From an optimization exercise on the open Yosys and OpenROAD flow, aimed at small area and a short achievable clock period; shortcuts taken in it are not production practice. Where RTL was checked, it was by simulation tests only, not by an equivalence proof against the original. For runs 1 to 3, only the layout was checked, not whether the RTL still works. No activity file was given, so power comes from the tool's default toggle rates.

==> flow/design.v <==
module pipelined_div #(
   parameter int unsigned N = 16,
   parameter int unsigned D = 16
) (
   input  logic         clk,
   input  logic         rst,
   input  logic         ce,
   input  logic         in_valid,
   input  logic [N-1:0] dividend,
   input  logic [D-1:0] divisor,
   output logic         out_valid,
   output logic [N-1:0] quotient,
   output logic [D-1:0] remainder
);
   logic [N:0] vld_q;
   always_ff @(posedge clk) begin
      if (!rst) vld_q <= '0;
      else if (ce) vld_q <= {vld_q[N-1:0], in_valid};
   end
   logic [N-1:0] dq_q0;
   logic [D-1:0] div_q0;
   always_ff @(posedge clk) begin
      if (ce) begin
         dq_q0  <= dividend;
         div_q0 <= divisor;
      end
   end
   genvar k;
   generate
      for (k = 0; k < int'(N); k++) begin : g_stage
         logic [N-1:0] dq_in;
         logic [D-1:0] div_in;
         logic [k:0]   trial;
         logic         hi_zero;
         logic         fits;
         logic [k:0]   rem_d;
         logic [N-1:0] dq_d;
         if (k == 0) begin : g_first
            assign dq_in  = dq_q0;
            assign div_in = div_q0;
            assign trial  = ~dq_in[N-1];
         end else begin : g_next
            assign dq_in  = g_stage[k-1].dq_q;
            assign div_in = g_stage[k-1].div_q;
            assign trial  = {g_stage[k-1].rem_q, ~dq_in[N-1]};
         end
         if (k + 1 < int'(D)) begin : g_hi
            assign hi_zero = ~|div_in[D-1:k+1];
         end else begin : g_nohi
            assign hi_zero = 1'b1;
         end
         div_step #(.W(k + 1)) u_step (
            .t    (trial),
            .d    (div_in[k:0]),
            .hz   (hi_zero),
            .fits (fits),
            .rem  (rem_d)
         );
         assign dq_d  = {dq_in[N-2:0], fits};
         logic [k:0]   rem_q;
         logic [N-1:0] dq_q;
         logic [D-1:0] div_q;
         if (k + 1 < int'(N)) begin : g_mid
            always_ff @(posedge clk) begin
               if (ce) begin
                  rem_q <= rem_d;   
                  dq_q  <= dq_d;
                  div_q <= div_in;
               end
            end
         end else begin : g_last
            always_ff @(posedge clk) begin
               if (!rst) begin
                  rem_q <= '0;
                  dq_q  <= '0;
               end else if (ce) begin
                  rem_q <= ~rem_d;
                  dq_q  <= dq_d;
               end
            end
            assign div_q = '0;
         end
      end
   endgenerate
   assign out_valid = vld_q[N];
   assign quotient  = g_stage[N-1].dq_q;
   assign remainder = g_stage[N-1].rem_q;
endmodule
module div_step #(
   parameter int W = 16
) (
   input  logic [W-1:0] t,
   input  logic [W-1:0] d,
   input  logic         hz,
   output logic         fits,
   output logic [W-1:0] rem
);
   localparam int L = (W > 8) ? 4 : (W > 4) ? 3 : (W > 2) ? 2 : 1;
   logic [W-1:0] g [L+1];
   logic [W-1:0] p [L+1];
   logic [W:0]   b;
   logic [W-1:0] gg, pp, gt, pt;
   always_comb begin
      gg = t & d;
      pp = t | d;
      for (int l = 0; l < L; l++) begin
         for (int i = 0; i < W; i++) begin
            if ((i + 1) % (2 << l) == 0) begin
               gg[i] = gg[i] | (pp[i] & gg[i-(1<<l)]);
               pp[i] = pp[i] & pp[i-(1<<l)];
            end
         end
      end
      for (int l = L - 2; l >= 0; l--) begin
         for (int i = 0; i < W; i++) begin
            if ((i + 1) % (2 << l) == (1 << l) && i >= (2 << l)) begin
               gg[i] = gg[i] | (pp[i] & gg[i-(1<<l)]);
               pp[i] = pp[i] & pp[i-(1<<l)];
            end
         end
      end
      g[L] = gg;
      gt = t & d;
      pt = t | d;
      for (int l = 0; l < L; l++) begin
         for (int i = 0; i < W; i += (2 << l)) begin
            if (i + (1 << l) < W) begin
               gt[i + (1 << l)] = gt[i + (1 << l)] | (pt[i + (1 << l)] & gt[i]);
               pt[i + (1 << l)] = pt[i + (1 << l)] & pt[i];
               gt[i] = gt[i + (1 << l)];
               pt[i] = pt[i + (1 << l)];
            end
         end
      end
      b = {g[L], 1'b0};
      fits = hz & ~gt[0];
      rem = t ^ ({W{fits}} & (d ^ b[W-1:0]));
   end
endmodule
==> flow/flow/run.sh <==
#!/bin/bash
# The standard layout, with plain buffers (not delay cells) on the ports.
set -euo pipefail
export BUFFER_PORTS_ARGS="-buffer_cell sky130_fd_sc_hd__buf_2"
bash standard.sh > standard.log 2>&1
==> flow/standard.sh <==
#!/bin/bash
# synth_recipe.tcl (not shown) runs the flow's synth.tcl, then flattens the netlist and writes it again
# the make line also repeats each setting of config.mk as NAME=value (left out here)
make -C /OpenROAD-flow-scripts/flow DESIGN_CONFIG=/design/flow/config.mk WORK_HOME=/design/flow/orfs CLKGATE_MAP_FILE= SYNTH_SCRIPT=/design/flow/synth_recipe.tcl "${@:-finish}"
==> flow/config.mk <==
export PLATFORM = sky130hd
export DESIGN_NAME = pipelined_div
export DESIGN_NICKNAME = pipelined_div
export VERILOG_FILES = /design/flow/design.v
export SDC_FILE = /design/flow/constraint.sdc
export NUM_CORES = 4
export LEC_CHECK = 0
export ABC_AREA = 1
export CAP_MARGIN = 20
export CORE_MARGIN = 2
export CORE_UTILIZATION = 55
export CTS_BUF_LIST = sky130_fd_sc_hd__clkbuf_16
export CTS_CLUSTER_DIAMETER = 100
export CTS_CLUSTER_SIZE = 25
export PLACE_DENSITY = 0.7
export SETUP_SLACK_MARGIN = 2.0
export SLEW_MARGIN = 20
==> flow/constraint.sdc <==
create_clock -name core_clock -period 4.0 [get_ports {clk}]
set_input_delay 0.8000 -clock core_clock [delete_from_list [all_inputs] [get_ports {clk}]]
set_output_delay 0.8000 -clock core_clock [all_outputs]
set_load 0.01 [all_outputs]
==> impl_metrics.sql, run 1 <==
INSERT INTO impl_metrics (metric_group, metric, value, unit) VALUES
('yosys', 'syn-cell-area', '27000', 'µm²'),
('routing', 'drt_pre_antenna_iters', '7', ''),
('clock_network', 'ctsHtreeMaxLevel', '1', ''),
('clock_network', 'cts-hold-fix-buffers', '0', ''),
('sta', 'hold_violations', '0', ''),
('yosys', 'synth-seq-cells', '681', ''),
('clock_network', 'clk-insertion-delay-late', '0.61', 'ns'),
('yosys', 'postSynth.asyncResetShare', '0', ''),
('placed_design', 'gp_congestion', '0.825', ''),
('routing', 'wl', '44.2', 'mm'),
('pwr', 'power.share.combinational', '0.112', ''),
('die', 'core', '48600', 'µm²'),
('yosys', 'synth_nets', '2154', ''),
('worst_setup_path', 'cp-end-kind', 'flop', ''),
('sta', 'slew_violations', '0', ''),
('global_route', 'gr-usage-all-layers', '0.154', ''),
('yosys', 'synth-warning-count', '33', ''),
('sta', 'worst_hold_slack', '0.378', 'ns'),
('clock_network', 'buffers_from_clock_root_to_sink_at_most', '3', ''),
('placed_design', 'placement.io_buffers', '68', ''),
('yosys', 'synthFlopType', 'sky130_fd_sc_hd__edfxtp_1', ''),
('cells_and_area', 'diodes', '0', ''),
('pwr', 'p_clk_frac', '0.254', ''),
('yosys', 'netlist_top_cells_area', 'sky130_fd_sc_hd__edfxtp_1, sky130_fd_sc_hd__nand2_1, sky130_fd_sc_hd__nor2_1', ''),
('cells_and_area', 'synthToLayoutAreaGrowth', '17.9', '%'),
('sta', 'finalWorstPathRequiredPeriod', '2.09', 'ns'),
('worst_hold_path', 'holdCritPathClass', 'in2reg', ''),
('pwr', 'p_per_area', '421', 'nW/µm²'),
('routing', 'drt-wirelength-per-cell', '14.5', 'µm'),
('worst_setup_path', 'timing.critical_path.from_type', 'flop', ''),
('sta', 'clock-skew-final', '0.0262', 'ns'),
('yosys', 'syn-mean-instance-area', '12.7', 'µm²'),
('worst_setup_path', 'timing.critical_path.arrival', '2.60', 'ns'),
('cells_and_area', 'drive_gt1_frac', '0.266', ''),
('pwr', 'total_switching_power', '3.12', 'mW'),
('yosys', 'yosys.cell_types.count', '46', ''),
('yosys', 'post-synth-top-area-cell', 'sky130_fd_sc_hd__edfxtp_1', ''),
('routing', 'avgViaCountPerCell', '5.22', ''),
('cells_and_area', 'final_net_count', '2444', ''),
('sta', 'timing.final.setup_violations', '0', ''),
('pwr', 'power.leakage', '12.4', 'nW'),
('pwr', 'internal_power', '10.3', 'mW'),
('pwr', 'power.sequential.fraction', '0.634', ''),
('routing', 'postRouteAntennaNets', '0', ''),
('clock_network', 'cts-buffers-inserted', '31', ''),
('global_route', 'globalRoute.totalOverflow', '0', ''),
('global_route', 'first_global_vias', '15100', ''),
('sta', 'max_slew_margin', '0.471', ''),
('die', 'fp-row-count', '81', ''),
('yosys', 'synth-edff-count', '632', ''),
('sta', 'setup_tns', '0', 'ns'),
('die', 'design.die.area', '50900', 'µm²'),
('sta', 'grt_setup_unrepaired', 'yes', ''),
('placed_design', 'half_perimeter_wire_length_after_detailed_placement', '24.7', 'mm'),
('cells_and_area', 'mostFrequentLayoutCells', 'sky130_fd_sc_hd__edfxtp_1, sky130_fd_sc_hd__nand2_1, sky130_fd_sc_hd__nor2_1, sky130_fd_sc_hd__buf_4, sky130_fd_sc_hd__inv_1', ''),
('run_status', 'outcome', 'timing/DRC/antenna clean', ''),
('clock_network', 'clk_pin_slew', '0.10', 'ns'),
('die', 'io_pins', '69', ''),
('global_route', 'grt_antenna_before_repair', '0', ''),
('yosys', 'proportion_of_netlist_area_held_by_the_largest_area_contributor', '0.703', ''),
('clock_network', 'clock-root-buffer', 'sky130_fd_sc_hd__clkbuf_16', ''),
('die', 'floorplan.initialDensity', '0.555', ''),
('worst_setup_path', 'crit_path_max_fanout', '5', ''),
('global_route', 'wire_length_of_the_first_global_routing_pass', '64.9', 'mm'),
('pwr', 'swShare', '0.233', ''),
('yosys', 'synth_cells', '2118', ''),
('worst_setup_path', 'worst_ep_required_time', '4.51', 'ns'),
('clock_network', 'tritoncts_num_sinks', '681', ''),
('yosys', 'synth-seq-area-share', '0.739', ''),
('clock_network', 'tritoncts', 'done', ''),
('sta', 'min_period_over_period', '0.522', ''),
('sta', 'max_clock_freq', '0.479', 'GHz'),
('routing', 'drc', '0', ''),
('worst_setup_path', 'worst_setup_path_type', 'reg2reg', ''),
('global_route', 'grt_max_degree', '164', ''),
('routing', 'vias', '15900', ''),
('die', 'fp.dieW', '226', 'µm'),
('cells_and_area', 'final_common_cell', 'sky130_fd_sc_hd__edfxtp_1', ''),
('die', 'die_h', '226', 'µm'),
('routing', 'drtIter0Drc', '1058', ''),
('job', 'cap_violations', '0', ''),
('sta', 'worstMarginPinSlew', '0.794', 'ns'),
('pwr', 'worst_ir_drop_vdd', '0.409', 'mV');
[synth_stat cells (all sizes together) (2+ instances only)]
| master | number |
|---|---|
| a221oi | 2 |
| nor3 | 12 |
| a31oi | 14 |
| inv | 188 |
| nor4 | 22 |
| dfxtp | 49 |
| and2 | 4 |
| o21ai | 103 |
| buf | 5 |
| edfxtp | 632 |
| xnor2 | 52 |
| nand2 | 408 |
| a21oi | 61 |
| a31o | 4 |
| o21bai | 17 |
| or2 | 24 |
| a21o | 4 |
| nand3b | 4 |
| a21boi | 6 |
| clkbuf | 15 |
| xor2 | 86 |
| nand4 | 17 |
| nand3 | 103 |
| nor2 | 281 |
[layer usage]
metal,track usage,part of all wire
met1,0.150,0.36
met4,0.0639,0.036
met3,0.0199,0.028
met5,0,0
met2,0.319,0.57
[power groups by stage]
stage | Clock [mW] | Combinational [mW] | Sequential [mW]
after global routing | 3.75 | 1.65 | 8.56
after CTS | 3.52 | 1.14 | 8.49
after detailed placement | 0 | 1.00 | 8.66
after global placement | 0 | 0.946 | 8.64
after floorplan | 0 | 0.686 | 8.61
final | 3.41 | 1.50 | 8.51
[cells by family after synthesis]
| kind of cell | Yosys count | synth area share |
|---|---|---|
| compound gates | 215 | 0.0451 |
| xor+xnor | 138 | 0.0448 |
| buf+inv | 208 | 0.0303 |
| flops | 681 | 0.739 |
| simple gates | 876 | 0.140 |
[repair_timing]
item,CTS,global route
pin swaps,26,122
resized for setup,94,281
gates cloned,5,5
buffers inserted,67,121
endpoints found under the setup margin,120,170
[stage by stage]
step	utilization	cell area, µm²	worst slack [ns]	total power, mW	instances
finish	0.654	31800	1.91	13.4	3042
global route	0.654	31800	1.78	14.0	3042
CTS	0.614	29800	1.96	13.2	2916
detailed placement	0.578	28100	1.26	9.66	2799
global placement	0.578	28100	1.40	9.58	2799
floorplan	-	27000	2.11	9.30	2118
[state kept, by name, indices dropped and copies added, names as in the netlist]
| name | flops |
|---|---|
| div_q0 | 16 |
| dq_q0 | 16 |
| vld_q | 17 |
| g_stage.rem_q | 136 |
| g_stage.div_q | 240 |
| g_stage.dq_q | 256 |
[worst paths after layout]
kind                                   startpoint                                end  slack, ns  cells past startpoint
setup / recovery  g_stage[14].div_q[11]$_DFFE_PP_  g_stage[15].rem_q[1]$_SDFFE_PN0P_       1.91                     12
hold / removal                         divisor[9]                div_q0[9]$_DFFE_PP_       0.38                      1
setup reg to reg  g_stage[14].div_q[11]$_DFFE_PP_  g_stage[15].rem_q[1]$_SDFFE_PN0P_       1.91                     12
hold reg to reg      g_stage[5].dq_q[6]$_DFFE_PP_       g_stage[6].dq_q[7]$_DFFE_PP_       0.40                      0
[critical path, cell delays in order, from the launching register on]
cell and delay, ns:
sky130_fd_sc_hd__edfxtp_1 0.43, sky130_fd_sc_hd__inv_1 0.11, sky130_fd_sc_hd__nand2_1 0.10, sky130_fd_sc_hd__a21oi_1 0.20, sky130_fd_sc_hd__o21ai_1 0.11, sky130_fd_sc_hd__nand3_1 0.10
sky130_fd_sc_hd__nand2_2 0.11, sky130_fd_sc_hd__a21oi_4 0.27, sky130_fd_sc_hd__buf_4 0.17, sky130_fd_sc_hd__o21ai_2 0.05, sky130_fd_sc_hd__xor2_1 0.14, sky130_fd_sc_hd__o21ai_0 0.15
sky130_fd_sc_hd__inv_1 0.05
[area by class of cell]
| class | count | area, µm² |
|---|---|---|
| multi-input combinational | 1233 | 7430 |
| clock buffer | 31 | 776 |
| clock inverter | 14 | 66.3 |
| inverter | 188 | 744 |
| tap | 622 | 778 |
| fill | 3301 | 16800 |
| timing repair buffer | 270 | 2060 |
| sequential | 681 | 20000 |
| timing repair inverter | 3 | 23.8 |
==> inputs of run 2 (changes only) <==
--- a/flow/config.mk
+++ b/flow/config.mk
@@ -13,5 +13,5 @@
 export CTS_CLUSTER_DIAMETER = 100
 export CTS_CLUSTER_SIZE = 25
 export PLACE_DENSITY = 0.7
-export SETUP_SLACK_MARGIN = 2.0
+export SETUP_SLACK_MARGIN = 1.9
 export SLEW_MARGIN = 20
==> impl_metrics.sql, run 2 <==
INSERT INTO impl_metrics (metric_group, metric, value, unit) VALUES
('run_status', 'outcome', 'timing/DRC/antenna clean', ''),
('global_route', 'grt_max_degree', '164', ''),
('yosys', 'syn-mean-instance-area', '12.7', 'µm²'),
('worst_setup_path', 'cp-end-kind', 'flop', ''),
('worst_setup_path', 'critical-path-top-cell-by-count', 'sky130_fd_sc_hd__nand2_2', ''),
('job', 'cap_violations', '0', ''),
('die', 'fp-row-count', '81', ''),
('die', 'design.die.area', '50900', 'µm²'),
('sta', 'slew_violations', '0', ''),
('die', 'floorplan.initialDensity', '0.555', ''),
('worst_setup_path', 'worst_setup_path_type', 'reg2reg', ''),
('placed_design', 'dp.cells', '2799', ''),
('die', 'io_pins', '69', ''),
('cells_and_area', 'registers.top_by_ff_count', 'g_stage.dq_q', ''),
('routing', 'wl', '40.7', 'mm'),
('routing', 'drc', '0', ''),
('yosys', 'synthFlopType', 'sky130_fd_sc_hd__edfxtp_1', ''),
('sta', 'setup_tns', '0', 'ns'),
('cells_and_area', 'drive_gt1_frac', '0.189', ''),
('yosys', 'post-synth-top-area-cell', 'sky130_fd_sc_hd__edfxtp_1', ''),
('global_route', 'first_global_vias', '14900', ''),
('pwr', 'power.sequential.fraction', '0.646', ''),
('yosys', 'postSynth.asyncResetShare', '0', ''),
('routing', 'detailed_route_wire_length_on_metal_1', '14.7', 'mm'),
('global_route', 'grt_antenna_before_repair', '0', ''),
('worst_setup_path', 'timing.critical_path.from_type', 'flop', ''),
('worst_setup_path', 'critical_path.slowest_cell', 'sky130_fd_sc_hd__edfxtp_1', ''),
('routing', 'avgViaCountPerCell', '5.21', ''),
('die', 'die_h', '226', 'µm'),
('cells_and_area', 'final.fill_count', '3470', ''),
('pwr', 'p_per_area', '431', 'nW/µm²'),
('sta', 'worstMarginPinSlew', '0.838', 'ns'),
('worst_setup_path', 'crit_path_max_fanout', '8', ''),
('placed_design', 'placement.io_buffers', '68', ''),
('pwr', 'swShare', '0.228', ''),
('placed_design', 'gp_congestion', '0.825', ''),
('cells_and_area', 'synthToLayoutAreaGrowth', '13.1', '%'),
('yosys', 'ys_top_cells_by_count', 'sky130_fd_sc_hd__edfxtp_1, sky130_fd_sc_hd__nand2_1, sky130_fd_sc_hd__nor2_1', ''),
('routing', 'wl_met2', '23.4', 'mm'),
('yosys', 'synth_nets', '2154', ''),
('clock_network', 'cts-buffers-inserted', '31', ''),
('cells_and_area', 'final_net_count', '2347', ''),
('sta', 'max_clock_freq', '0.480', 'GHz'),
('pwr', 'power.leakage', '11.8', 'nW'),
('clock_network', 'buffers_from_clock_root_to_sink_at_most', '3', ''),
('yosys', 'synth-warning-count', '33', ''),
('sta', 'max_slew_margin', '0.441', ''),
('sta', 'clock-skew-final', '0.0232', 'ns'),
('cells_and_area', 'finish.cell_count_without_fillers', '2945', ''),
('global_route', 'globalRoute.totalOverflow', '0', ''),
('routing', 'postRouteAntennaNets', '0', ''),
('pwr', 'power.share.combinational', '0.096', ''),
('worst_setup_path', 'worst_ep_required_time', '4.36', 'ns'),
('worst_setup_path', 'timing.critical_path.arrival', '2.45', 'ns'),
('clock_network', 'tritoncts', 'done', ''),
('global_route', 'wire_length_of_the_first_global_routing_pass', '62.7', 'mm'),
('yosys', 'proportion_of_netlist_area_held_by_the_largest_area_contributor', '0.703', ''),
('cells_and_area', 'diodes', '0', ''),
('clock_network', 'tritoncts_num_sinks', '681', ''),
('sta', 'grt_setup_unrepaired', 'yes', ''),
('sta', 'min_period_over_period', '0.521', ''),
('placed_design', 'half_perimeter_wire_length_after_detailed_placement', '24.7', 'mm'),
('routing', 'drt-wirelength-per-cell', '13.8', 'µm'),
('yosys', 'synthMostInstantiatedCell', 'sky130_fd_sc_hd__edfxtp_1', ''),
('clock_network', 'ctsHtreeMaxLevel', '1', ''),
('pwr', 'internal_power', '10.2', 'mW'),
('worst_setup_path', 'timing.critical_path.slowest_cell_delay', '0.41', 'ns'),
('yosys', 'synth_cells', '2118', ''),
('sta', 'finalWorstPathRequiredPeriod', '2.08', 'ns'),
('yosys', 'syn-cell-area', '27000', 'µm²'),
('routing', 'highest_layer', 'met4', ''),
('cells_and_area', 'final_common_cell', 'sky130_fd_sc_hd__edfxtp_1', ''),
('yosys', 'synth-seq-cells', '681', ''),
('die', 'core', '48600', 'µm²'),
('clock_network', 'cts-hold-fix-buffers', '0', ''),
('cells_and_area', 'largest_register_ffs', '256', ''),
('worst_setup_path', 'cp_cell_sequence', 'inv_1 > nand2_2 > nand2_2 > nand2_2 > nand2_2 > nand2_4 > nand3_4 > nand2_4 > nand3_4 > nand2_4 > nor2_4 > buf_12 > nand3_1 > xnor2_1', ''),
('yosys', 'synth-seq-area-share', '0.739', ''),
('yosys', 'yosys.cell_types.count', '46', ''),
('cells_and_area', 'mostFrequentLayoutCells', 'sky130_fd_sc_hd__edfxtp_1, sky130_fd_sc_hd__nand2_1, sky130_fd_sc_hd__nor2_1, sky130_fd_sc_hd__inv_1, sky130_fd_sc_hd__buf_4', ''),
('pwr', 'p_clk_frac', '0.258', ''),
('sta', 'hold_violations', '0', ''),
('worst_hold_path', 'holdCritPathClass', 'in2reg', ''),
('clock_network', 'clk-insertion-delay-late', '0.61', 'ns'),
('yosys', 'synth-edff-count', '632', ''),
('pwr', 'total_switching_power', '3.00', 'mW'),
('pwr', 'worst_ir_drop_vdd', '0.411', 'mV'),
('routing', 'vias', '15300', ''),
('clock_network', 'clk_pin_slew', '0.10', 'ns'),
('cells_and_area', 'multi_input_area', '6930', 'µm²'),
('routing', 'drtIter0Drc', '841', ''),
('routing', 'drt_pre_antenna_iters', '6', ''),
('routing', 'detailroute.wirelength.met3', '1.12', 'mm'),
('global_route', 'gr-usage-all-layers', '0.149', ''),
('cells_and_area', 'seqCellArea', '20000', 'µm²'),
('clock_network', 'clock-root-buffer', 'sky130_fd_sc_hd__clkbuf_16', ''),
('cells_and_area', 'top_regs', 'g_stage.dq_q x256, g_stage.div_q x240, g_stage.rem_q x136', ''),
('yosys', 'netlist_top_cells_area', 'sky130_fd_sc_hd__edfxtp_1, sky130_fd_sc_hd__nand2_1, sky130_fd_sc_hd__nor2_1', ''),
('sta', 'timing.final.setup_violations', '0', ''),
('die', 'fp.dieW', '226', 'µm');
run 2: cell counts after synthesis:
No cell type changed its count.
run 2: area by class of cell:
| type | instances | area share |
|---|---|---|
| Timing Repair Buffer | 175 | 0.0416 |
| Sequential cell | 681 | 0.654 |
| Clock inverter | 14 | 0.00217 |
| Tap cell | 622 | 0.0255 |
| Timing Repair inverter | 2 | 0.000533 |
| Multi-Input combinational cell | 1232 | 0.227 |
| Inverter | 188 | 0.0241 |
| Clock buffer | 31 | 0.0254 |
run 2: repair_timing:
| item | 4_1_cts | 5_1_grt |
|---|---|---|
| gates resized for setup | 30 | 192 |
| setup buffers | 21 | 73 |
| setup endpoints to repair | 91 | 127 |
| gates cloned | 4 | 3 |
| pin swaps | 4 | 64 |
run 2: power by group through the flow:
| stage | Combinational [mW] | Clock [mW] | Sequential, mW |
|---|---|---|---|
| 6_report | 1.26 | 3.40 | 8.50 |
| 5_1_grt | 1.41 | 3.75 | 8.56 |
| 4_1_cts | 1.05 | 3.52 | 8.50 |
| 3_5_place_dp | 1.00 | 0 | 8.66 |
| 3_3_place_gp | 0.946 | 0 | 8.64 |
| 2_1_floorplan | 0.686 | 0 | 8.61 |
run 2: worst max-delay path: cells and delay by family (launching register included):
kind          cells  cell delay (ns)
xor+xnor          1             0.15
buf+inv           2             0.29
flops             1             0.41
simple gates     11             0.98
run 2: path summary, 6_finish.rpt:
| path | slack, ns | startpoint | cells past startpoint | to |
|---|---|---|---|---|
| worst min register to register | 0.41 | g_stage[5].dq_q[6]$_DFFE_PP_ | 0 | g_stage[6].dq_q[7]$_DFFE_PP_ |
| worst max-delay path | 1.92 | g_stage[13].div_q[1]$_DFFE_PP_ | 14 | g_stage[14].rem_q[12]$_DFFE_PP_ |
| worst min-delay path | 0.38 | divisor[9] | 1 | div_q0[9]$_DFFE_PP_ |
| worst max register to register | 1.92 | g_stage[13].div_q[1]$_DFFE_PP_ | 14 | g_stage[14].rem_q[12]$_DFFE_PP_ |
run 2: per-layer routing:
metal / track usage / vias to the layer above
met5: 0 / -
met4: 0.0570 / 0
met3: 0.0197 / 104
met2: 0.313 / 258
met1: 0.141 / 7294
li1: - / 7673
run 2: stage by stage:
| step | area (µm²) | hold slack (ns) | util | total power, mW | setup slack [ns] |
|---|---|---|---|---|---|
| final | 30500 | 0.377 | 0.628 | 13.2 | 1.92 |
| after global routing | 30500 | 0.345 | 0.628 | 13.7 | 1.78 |
| after CTS | 29300 | 0.342 | 0.602 | 13.1 | 1.89 |
| after detailed placement | 28100 | 0.405 | 0.578 | 9.66 | 1.26 |
| after global placement | 28100 | 0.401 | 0.578 | 9.58 | 1.40 |
| after floorplan | 27000 | 0.400 | - | 9.30 | 2.11 |
run 2: cell families after synthesis:
group                  synth area share
AO/OA/AOI/OAI                    0.0451
XOR/XNOR                         0.0448
buffers and inverters            0.0303
flip-flops                        0.739
AND/OR/NAND/NOR                   0.140
==> inputs of run 3 (changes only) <==
--- a/flow/config.mk
+++ b/flow/config.mk
@@ -13,5 +13,5 @@
 export CTS_CLUSTER_DIAMETER = 100
 export CTS_CLUSTER_SIZE = 25
 export PLACE_DENSITY = 0.7
-export SETUP_SLACK_MARGIN = 1.9
+export SETUP_SLACK_MARGIN = 1.7
 export SLEW_MARGIN = 20
==> impl_metrics.sql, run 3 <==
INSERT INTO impl_metrics (metric_group, metric, value, unit) VALUES
('yosys', 'synth-warning-count', '33', ''),
('clock_network', 'cts-hold-fix-buffers', '0', ''),
('yosys', 'synthFlopType', 'sky130_fd_sc_hd__edfxtp_1', ''),
('placed_design', 'place_area', '28100', 'µm²'),
('yosys', 'synth_nets', '2154', ''),
('sta', 'timing.final.setup_violations', '0', ''),
('routing', 'postRouteAntennaNets', '0', ''),
('placed_design', 'dpl_worst_slack', '1.26', 'ns'),
('cells_and_area', 'final_net_count', '2266', ''),
('global_route', 'grt_max_degree', '164', ''),
('routing', 'vias', '14900', ''),
('pwr', 'p_per_area', '443', 'nW/µm²'),
('worst_setup_path', 'path_delay_family', 'simple AND/OR/NAND/NOR gates', ''),
('sta', 'max_clock_freq', '0.452', 'GHz'),
('sta', 'finalWorstPathRequiredPeriod', '2.21', 'ns'),
('die', 'io_pins', '69', ''),
('worst_setup_path', 'timing.critical_path.slowest_cell_delay', '0.56', 'ns'),
('sta', 'max_slew_margin', '0.448', ''),
('worst_setup_path', 'cp-end-kind', 'flop', ''),
('job', 'cap_violations', '0', ''),
('placed_design', 'gp_congestion', '0.825', ''),
('yosys', 'ys_top_cells_by_count', 'sky130_fd_sc_hd__edfxtp_1, sky130_fd_sc_hd__nand2_1, sky130_fd_sc_hd__nor2_1', ''),
('pwr', 'internal_power', '10.1', 'mW'),
('clock_network', 'buffers_from_clock_root_to_sink_at_most', '3', ''),
('clock_network', 'cts-buffers-inserted', '31', ''),
('global_route', 'gr-usage-all-layers', '0.146', ''),
('worst_setup_path', 'worst-path-buf-inv', '2', ''),
('die', 'core', '48600', 'µm²'),
('die', 'floorplan.initialDensity', '0.555', ''),
('worst_setup_path', 'critical_path.slowest_cell', 'sky130_fd_sc_hd__nor3_1', ''),
('global_route', 'globalRoute.totalOverflow', '0', ''),
('global_route', 'first_global_vias', '14800', ''),
('routing', 'wl', '37.8', 'mm'),
('placed_design', 'half_perimeter_wire_length_after_detailed_placement', '24.7', 'mm'),
('sta', 'grt_setup_unrepaired', 'yes', ''),
('pwr', 'power.sequential.fraction', '0.657', ''),
('worst_setup_path', 'worst_setup_path_type', 'reg2reg', ''),
('yosys', 'yosys.cell_types.count', '46', ''),
('cells_and_area', 'top_regs', 'g_stage.dq_q x256, g_stage.div_q x240, g_stage.rem_q x136', ''),
('global_route', 'grt_antenna_before_repair', '0', ''),
('die', 'fp.dieW', '226', 'µm'),
('yosys', 'synth-seq-cells', '681', ''),
('sta', 'setup_tns', '0', 'ns'),
('worst_setup_path', 'timing.critical_path.from_type', 'flop', ''),
('worst_hold_path', 'holdCritPathClass', 'in2reg', ''),
('sta', 'worstMarginPinSlew', '0.828', 'ns'),
('routing', 'drt-wirelength-per-cell', '13.2', 'µm'),
('pwr', 'p_clk_frac', '0.262', ''),
('yosys', 'proportion_of_netlist_area_held_by_the_largest_area_contributor', '0.703', ''),
('yosys', 'syn-cell-area', '27000', 'µm²'),
('pwr', 'power.leakage', '11.3', 'nW'),
('sta', 'clock-skew-final', '0.0214', 'ns'),
('routing', 'drtIter0Drc', '758', ''),
('die', 'design.die.area', '50900', 'µm²'),
('yosys', 'netlist_top_cells_area', 'sky130_fd_sc_hd__edfxtp_1, sky130_fd_sc_hd__nand2_1, sky130_fd_sc_hd__nor2_1', ''),
('cells_and_area', 'final_common_cell', 'sky130_fd_sc_hd__edfxtp_1', ''),
('pwr', 'swShare', '0.222', ''),
('run_status', 'outcome', 'timing/DRC/antenna clean', ''),
('clock_network', 'clk_pin_slew', '0.10', 'ns'),
('yosys', 'synth-edff-count', '632', ''),
('yosys', 'post-synth-top-area-cell', 'sky130_fd_sc_hd__edfxtp_1', ''),
('sta', 'slew_violations', '0', ''),
('cells_and_area', 'drive_gt1_frac', '0.102', ''),
('die', 'die_h', '226', 'µm'),
('sta', 'worst_slack', '1.79', 'ns'),
('sta', 'hold_violations', '0', ''),
('cells_and_area', 'registers.top_by_ff_count', 'g_stage.dq_q', ''),
('routing', 'avgViaCountPerCell', '5.20', ''),
('worst_setup_path', 'timing.critical_path.arrival', '2.77', 'ns'),
('sta', 'min_period_over_period', '0.553', ''),
('cells_and_area', 'synthToLayoutAreaGrowth', '8.20', '%'),
('cells_and_area', 'layout.cell_area.non_filler', '29200', 'µm²'),
('pwr', 'worst_ir_drop_vdd', '0.411', 'mV'),
('yosys', 'synthMostInstantiatedCell', 'sky130_fd_sc_hd__edfxtp_1', ''),
('placed_design', 'placement.io_buffers', '68', ''),
('clock_network', 'ctsHtreeMaxLevel', '1', ''),
('cells_and_area', 'diodes', '0', ''),
('clock_network', 'tritoncts_num_sinks', '681', ''),
('worst_setup_path', 'cp_cell_sequence', 'nor2_1 > nor2_1 > nand2_1 > nor3_1 > a21oi_4 > buf_4 > nand2_1 > xor2_1 > o21ai_1 > inv_1', ''),
('cells_and_area', 'largest_register_ffs', '256', ''),
('routing', 'drt_pre_antenna_iters', '5', ''),
('worst_setup_path', 'worst_ep_required_time', '4.55', 'ns'),
('global_route', 'wire_length_of_the_first_global_routing_pass', '61.7', 'mm'),
('clock_network', 'clk-insertion-delay-late', '0.61', 'ns'),
('clock_network', 'tritoncts', 'done', ''),
('clock_network', 'clock-root-buffer', 'sky130_fd_sc_hd__clkbuf_16', ''),
('yosys', 'postSynth.asyncResetShare', '0', ''),
('yosys', 'syn-mean-instance-area', '12.7', 'µm²'),
('worst_setup_path', 'crit_path_max_fanout', '9', ''),
('pwr', 'power.share.combinational', '0.081', ''),
('cells_and_area', 'mostFrequentLayoutCells', 'sky130_fd_sc_hd__edfxtp_1, sky130_fd_sc_hd__nand2_1, sky130_fd_sc_hd__nor2_1, sky130_fd_sc_hd__inv_1', ''),
('die', 'fp-row-count', '81', ''),
('pwr', 'total_switching_power', '2.88', 'mW'),
('yosys', 'synth-seq-area-share', '0.739', ''),
('routing', 'drc', '0', ''),
('pwr', 'post-layout-total-power', '12.9', 'mW'),
('yosys', 'synth_cells', '2118', '');
-- run 3: final timing paths --
path | start | endpoint | slack, ns | depth (start not counted)
max | g_stage[14].div_q[14]$_DFFE_PP_ | g_stage[15].rem_q[2]$_SDFFE_PN0P_ | 1.79 | 10
min reg2reg | g_stage[5].dq_q[6]$_DFFE_PP_ | g_stage[6].dq_q[7]$_DFFE_PP_ | 0.41 | 0
max reg2reg | g_stage[14].div_q[14]$_DFFE_PP_ | g_stage[15].rem_q[2]$_SDFFE_PN0P_ | 1.79 | 10
min | dividend[15] | dq_q0[15]$_DFFE_PP_ | 0.38 | 1
-- run 3: power groups by stage --
stage	Sequential [mW]	Combinational [mW]	Clock (mW)
finish	8.50	1.05	3.39
global route	8.55	1.19	3.74
CTS	8.50	1.02	3.52
detailed placement	8.66	1.00	0
global placement	8.64	0.946	0
floorplan	8.61	0.686	0
-- run 3: kinds of logic after synthesis --
| family | count (synthesis) | synth area share |
|---|---|---|
| AOI/OAI and AO/OA | 215 | 0.0451 |
| xor gates and xnor gates | 138 | 0.0448 |
| buffers and inverters | 208 | 0.0303 |
| DFF | 681 | 0.739 |
| and+or+nand+nor | 876 | 0.140 |
-- run 3: what timing repair did --
action	in CTS	in global routing
endpoints found under the setup margin	24	66
setup buffers	3	14
resized for setup	1	26
pin swaps	2	6
gates cloned	1	2
-- run 3: final cells by class --
class | instances | area (µm²)
Multi-Input combinational cell | 1231 | 6290
Fill cell | 3633 | 19400
Inverter | 188 | 728
Tap cell | 622 | 778
Sequential cell | 681 | 20000
Clock inverter | 14 | 66.3
Timing Repair Buffer | 96 | 598
Timing Repair inverter | 1 | 5.00
Clock buffer | 31 | 776
-- run 3: metal layers --
metal | part of all wire | routed length [µm] | GRT usage
met2 | 0.57 | 21500 | 0.309
met3 | 0.029 | 1090 | 0.0203
met4 | 0.033 | 1260 | 0.0553
met1 | 0.37 | 13900 | 0.136
met5 | 0 | 0 | 0
-- run 3: stage by stage --
step | util | cells | hold slack [ns]
finish | 0.600 | 2864 | 0.377
global route | 0.600 | 2864 | 0.345
global placement | 0.578 | 2799 | 0.401
detailed placement | 0.578 | 2799 | 0.405
CTS | 0.596 | 2848 | 0.342
floorplan | - | 2118 | 0.400
==> inputs of run 4 (changes only) <==
--- a/flow/design.v
+++ b/flow/design.v
@@ -96,10 +96,8 @@
    output logic [W-1:0] rem
 );
    localparam int L = (W > 8) ? 4 : (W > 4) ? 3 : (W > 2) ? 2 : 1;
-   logic [W-1:0] g [L+1];
-   logic [W-1:0] p [L+1];
+   logic [W-1:0] gg, pp, gt, pt;
    logic [W:0]   b;
-   logic [W-1:0] gg, pp, gt, pt;
    always_comb begin
       gg = t & d;
       pp = t | d;
@@ -119,7 +117,6 @@
             end
          end
       end
-      g[L] = gg;
       gt = t & d;
       pt = t | d;
       for (int l = 0; l < L; l++) begin
@@ -132,7 +129,7 @@
             end
          end
       end
-      b = {g[L], 1'b0};
+      b = {gg, 1'b0};
       fits = hz & ~gt[0];
       rem = t ^ ({W{fits}} & (d ^ b[W-1:0]));
    end
--- a/flow/config.mk
+++ b/flow/config.mk
@@ -11,7 +11,7 @@
 export CORE_UTILIZATION = 55
 export CTS_BUF_LIST = sky130_fd_sc_hd__clkbuf_16
 export CTS_CLUSTER_DIAMETER = 100
-export CTS_CLUSTER_SIZE = 25
+export CTS_CLUSTER_SIZE = 30
 export PLACE_DENSITY = 0.7
-export SETUP_SLACK_MARGIN = 1.7
+export SETUP_SLACK_MARGIN = 1.8
 export SLEW_MARGIN = 20
==> impl_metrics.sql, run 4 <==
INSERT INTO impl_metrics (metric_group, metric, value, unit) VALUES
('sta', 'hold_violations', '0', ''),
('yosys', 'ys_top_cells_by_count', 'sky130_fd_sc_hd__edfxtp_1, sky130_fd_sc_hd__nand2_1, sky130_fd_sc_hd__nor2_1', ''),
('yosys', 'synth-xor-area-share', '0.0448', ''),
('sta', 'max_slew_margin', '0.413', ''),
('placed_design', 'dp.cells', '2799', ''),
('yosys', 'adder_and_majority_gate_portion_of_the_synthesized_area', '0', ''),
('yosys', 'syn-mean-instance-area', '12.7', 'µm²'),
('pwr', 'worst_ir_drop_vdd', '0.362', 'mV'),
('job', 'cap_violations', '0', ''),
('die', 'io_pins', '69', ''),
('sta', 'slew_violations', '0', ''),
('clock_network', 'buffers_from_clock_root_to_sink_at_most', '3', ''),
('placed_design', 'placement.io_buffers', '68', ''),
('clock_network', 'clk-insertion-delay-late', '0.59', 'ns'),
('run_status', 'outcome', 'timing/DRC/antenna clean', ''),
('worst_setup_path', 'timing.critical_path.arrival', '2.44', 'ns'),
('sta', 'min_period_over_period', '0.526', ''),
('yosys', 'netlist_top_cells_area', 'sky130_fd_sc_hd__edfxtp_1, sky130_fd_sc_hd__nand2_1, sky130_fd_sc_hd__nor2_1', ''),
('routing', 'vias', '15100', ''),
('yosys', 'synthFlopType', 'sky130_fd_sc_hd__edfxtp_1', ''),
('global_route', 'grt_antenna_before_repair', '0', ''),
('yosys', 'synth-warning-count', '17', ''),
('global_route', 'globalRoute.totalOverflow', '0', ''),
('die', 'floorplan.initialDensity', '0.555', ''),
('clock_network', 'cts-buffers-inserted', '27', ''),
('yosys', 'synth-compound-area-share', '0.0451', ''),
('cells_and_area', 'final_design_utilization', '0.611', ''),
('routing', 'avgViaCountPerCell', '5.22', ''),
('die', 'fp.dieW', '226', 'µm'),
('cells_and_area', 'largest_register_ffs', '256', ''),
('yosys', 'yosys.cell_types.count', '46', ''),
('cells_and_area', 'final_net_count', '2294', ''),
('routing', 'wl', '39.1', 'mm'),
('global_route', 'wire_length_of_the_first_global_routing_pass', '61.9', 'mm'),
('yosys', 'synth-edff-count', '632', ''),
('clock_network', 'tritoncts', 'done', ''),
('cells_and_area', 'final.fill_count', '3579', ''),
('cells_and_area', 'synthToLayoutAreaGrowth', '10.1', '%'),
('worst_setup_path', 'crit_path_max_fanout', '7', ''),
('yosys', 'synthMostInstantiatedCell', 'sky130_fd_sc_hd__edfxtp_1', ''),
('worst_setup_path', 'worst-path-buf-inv', '2', ''),
('cells_and_area', 'drive_gt1_frac', '0.136', ''),
('routing', 'drt_pre_antenna_iters', '5', ''),
('sta', 'clock-skew-final', '0.0158', 'ns'),
('worst_hold_path', 'holdCritPathClass', 'in2reg', ''),
('sta', 'worst_slack', '1.90', 'ns'),
('global_route', 'gr-usage-all-layers', '0.146', ''),
('cells_and_area', 'mostFrequentLayoutCells', 'sky130_fd_sc_hd__edfxtp_1, sky130_fd_sc_hd__nand2_1, sky130_fd_sc_hd__nor2_1, sky130_fd_sc_hd__inv_1, sky130_fd_sc_hd__xor2_1', ''),
('sta', 'grt_setup_unrepaired', 'yes', ''),
('die', 'fp-row-count', '81', ''),
('worst_setup_path', 'timing.critical_path.slowest_cell_delay', '0.46', 'ns'),
('yosys', 'syn-cell-area', '27000', 'µm²'),
('worst_setup_path', 'critical_path.slowest_cell', 'sky130_fd_sc_hd__edfxtp_1', ''),
('worst_setup_path', 'worst_setup_path_type', 'reg2reg', ''),
('clock_network', 'ctsHtreeMaxLevel', '1', ''),
('clock_network', 'tritoncts_num_sinks', '681', ''),
('routing', 'drt-wirelength-per-cell', '13.5', 'µm'),
('routing', 'drtIter0Drc', '905', ''),
('die', 'core', '48600', 'µm²'),
('clock_network', 'clock-root-buffer', 'sky130_fd_sc_hd__clkbuf_16', ''),
('die', 'design.die.area', '50900', 'µm²'),
('sta', 'max_clock_freq', '0.475', 'GHz'),
('worst_setup_path', 'path_delay_family', 'simple AND/OR/NAND/NOR gates', ''),
('routing', 'drc', '0', ''),
('yosys', 'synth_nets', '2154', ''),
('yosys', 'synth_top_family_by_area', 'simple AND/OR/NAND/NOR gates', ''),
('yosys', 'synth_cells', '2118', ''),
('clock_network', 'cts-hold-fix-buffers', '0', ''),
('placed_design', 'gp_congestion', '0.825', ''),
('cells_and_area', 'finish.cell_count_without_fillers', '2890', ''),
('sta', 'worst_hold_slack', '0.378', 'ns');
## run 4: cell types whose count changed in the layout (fill, tap and decap cells not counted), moves of 3 or more
cell	change
sky130_fd_sc_hd__buf_4	+27
sky130_fd_sc_hd__a21oi_1	-8
sky130_fd_sc_hd__inv_1	-6
sky130_fd_sc_hd__nor2_1	-8
sky130_fd_sc_hd__a21oi_2	+8
sky130_fd_sc_hd__nand3_1	-3
sky130_fd_sc_hd__o21ai_1	+4
sky130_fd_sc_hd__o21ai_0	-7
sky130_fd_sc_hd__nor2_2	+7
sky130_fd_sc_hd__nand2_1	-22
sky130_fd_sc_hd__nand2_2	+16
sky130_fd_sc_hd__nand3_4	+6
sky130_fd_sc_hd__nand2_4	+6
## run 4: through the flow
step           area (µm²)  total power, mW
6_report            29700             12.9
5_1_grt             29700             13.5
4_1_cts             29000             12.9
3_5_place_dp        28100             9.66
3_3_place_gp        28100             9.58
2_1_floorplan       27000             9.30
## run 4: final cells by class
| class | instances | area (µm²) | share of cell area |
|---|---|---|---|
| Multi-Input combinational cell | 1233 | 6580 | 0.221 |
| Tap cell | 622 | 778 | 0.0262 |
| Timing Repair Buffer | 127 | 891 | 0.0300 |
| Sequential cell | 681 | 20000 | 0.672 |
| Clock buffer | 27 | 676 | 0.0227 |
| Clock inverter | 12 | 104 | 0.00349 |
| Inverter | 188 | 731 | 0.0246 |
## run 4: routing by layer
layer / GRT usage / routed length (µm)
met4: 0.0560 / 1390
met1: 0.137 / 14200
met2: 0.311 / 22600
met5: 0 / 0
met3: 0.0180 / 910
## run 4: cells by family (layout without fill, tap and decap cells)
kind of cell / after synthesis / count (layout)
XOR/XNOR: 138 / 138
AO/OA/AOI/OAI: 215 / 217
buffers and inverters: 208 / 354
AND/OR/NAND/NOR: 876 / 878
flip-flops: 681 / 681
## run 4: report_power, final
group	total [mW]	internal, mW	switching (mW)
Clock	3.29	1.32	1.98
Sequential	8.50	8.27	0.226
Combinational	1.15	0.426	0.720
Total	12.9	10.0	2.92
## run 4: final timing paths
kind	slack [ns]	cells past startpoint	end	start
min reg2reg	0.42	0	g_stage[6].dq_q[2]$_DFFE_PP_	g_stage[5].dq_q[1]$_DFFE_PP_
max	1.90	10	g_stage[12].rem_q[2]$_DFFE_PP_	g_stage[11].div_q[11]$_DFFE_PP_
max reg2reg	1.90	10	g_stage[12].rem_q[2]$_DFFE_PP_	g_stage[11].div_q[11]$_DFFE_PP_
min	0.38	1	div_q0[5]$_DFFE_PP_	divisor[5]
## run 4: what timing repair did
item | CTS | global route
cloned | 1 | 5
pin swaps | 3 | 28
setup endpoints to repair | 63 | 105
resized for setup | 8 | 95
buffers inserted | 5 | 41
hold endpoints to repair | 0 | 0
## run 4: worst reg2reg max path, delay by kind of cell, from the launching register on
family / cells / cell delay [ns]
flip-flops: 1 / 0.46
AND/OR/NAND/NOR: 5 / 0.60
XOR/XNOR: 1 / 0.12
buffers and inverters: 2 / 0.23
AO/OA/AOI/OAI: 2 / 0.44

==> port drivers added, routing unchanged <==
Ports are ideal in the flow. The routed layouts listed here were re-timed in OpenROAD. Step 1: set_driving_cell puts a clkbuf_16 on clk and a buf_2 on each other input, an assumption about the parent block. Step 2 adds t to the input delays and takes it off the output delays; t is the mean of the earliest and latest rising clock arrival at the registers after step 1. Input paths then give back, and output paths get back, about the clock's delay inside the block. Three values: no drivers, after step 1, after step 2; two values: the first two.
run	shift t [ns]	slack for setup (ns)	slew at the worst register clock pin (ns)
run 1	0.647	1.911 / 1.911 / 1.454	0.10 / 0.10
run 2	0.645	1.917 / 1.917 / 1.373	0.10 / 0.10
run 3	0.645	1.787 / 1.787 / 1.395	0.10 / 0.10
run 4	0.635	1.895 / 1.895 / 1.376	0.12 / 0.12
After both steps setup and hold are still met in every run listed. The setup slack of run 2, which loses most, moves by 0.000 ns with the drivers and by -0.544 ns with both steps.
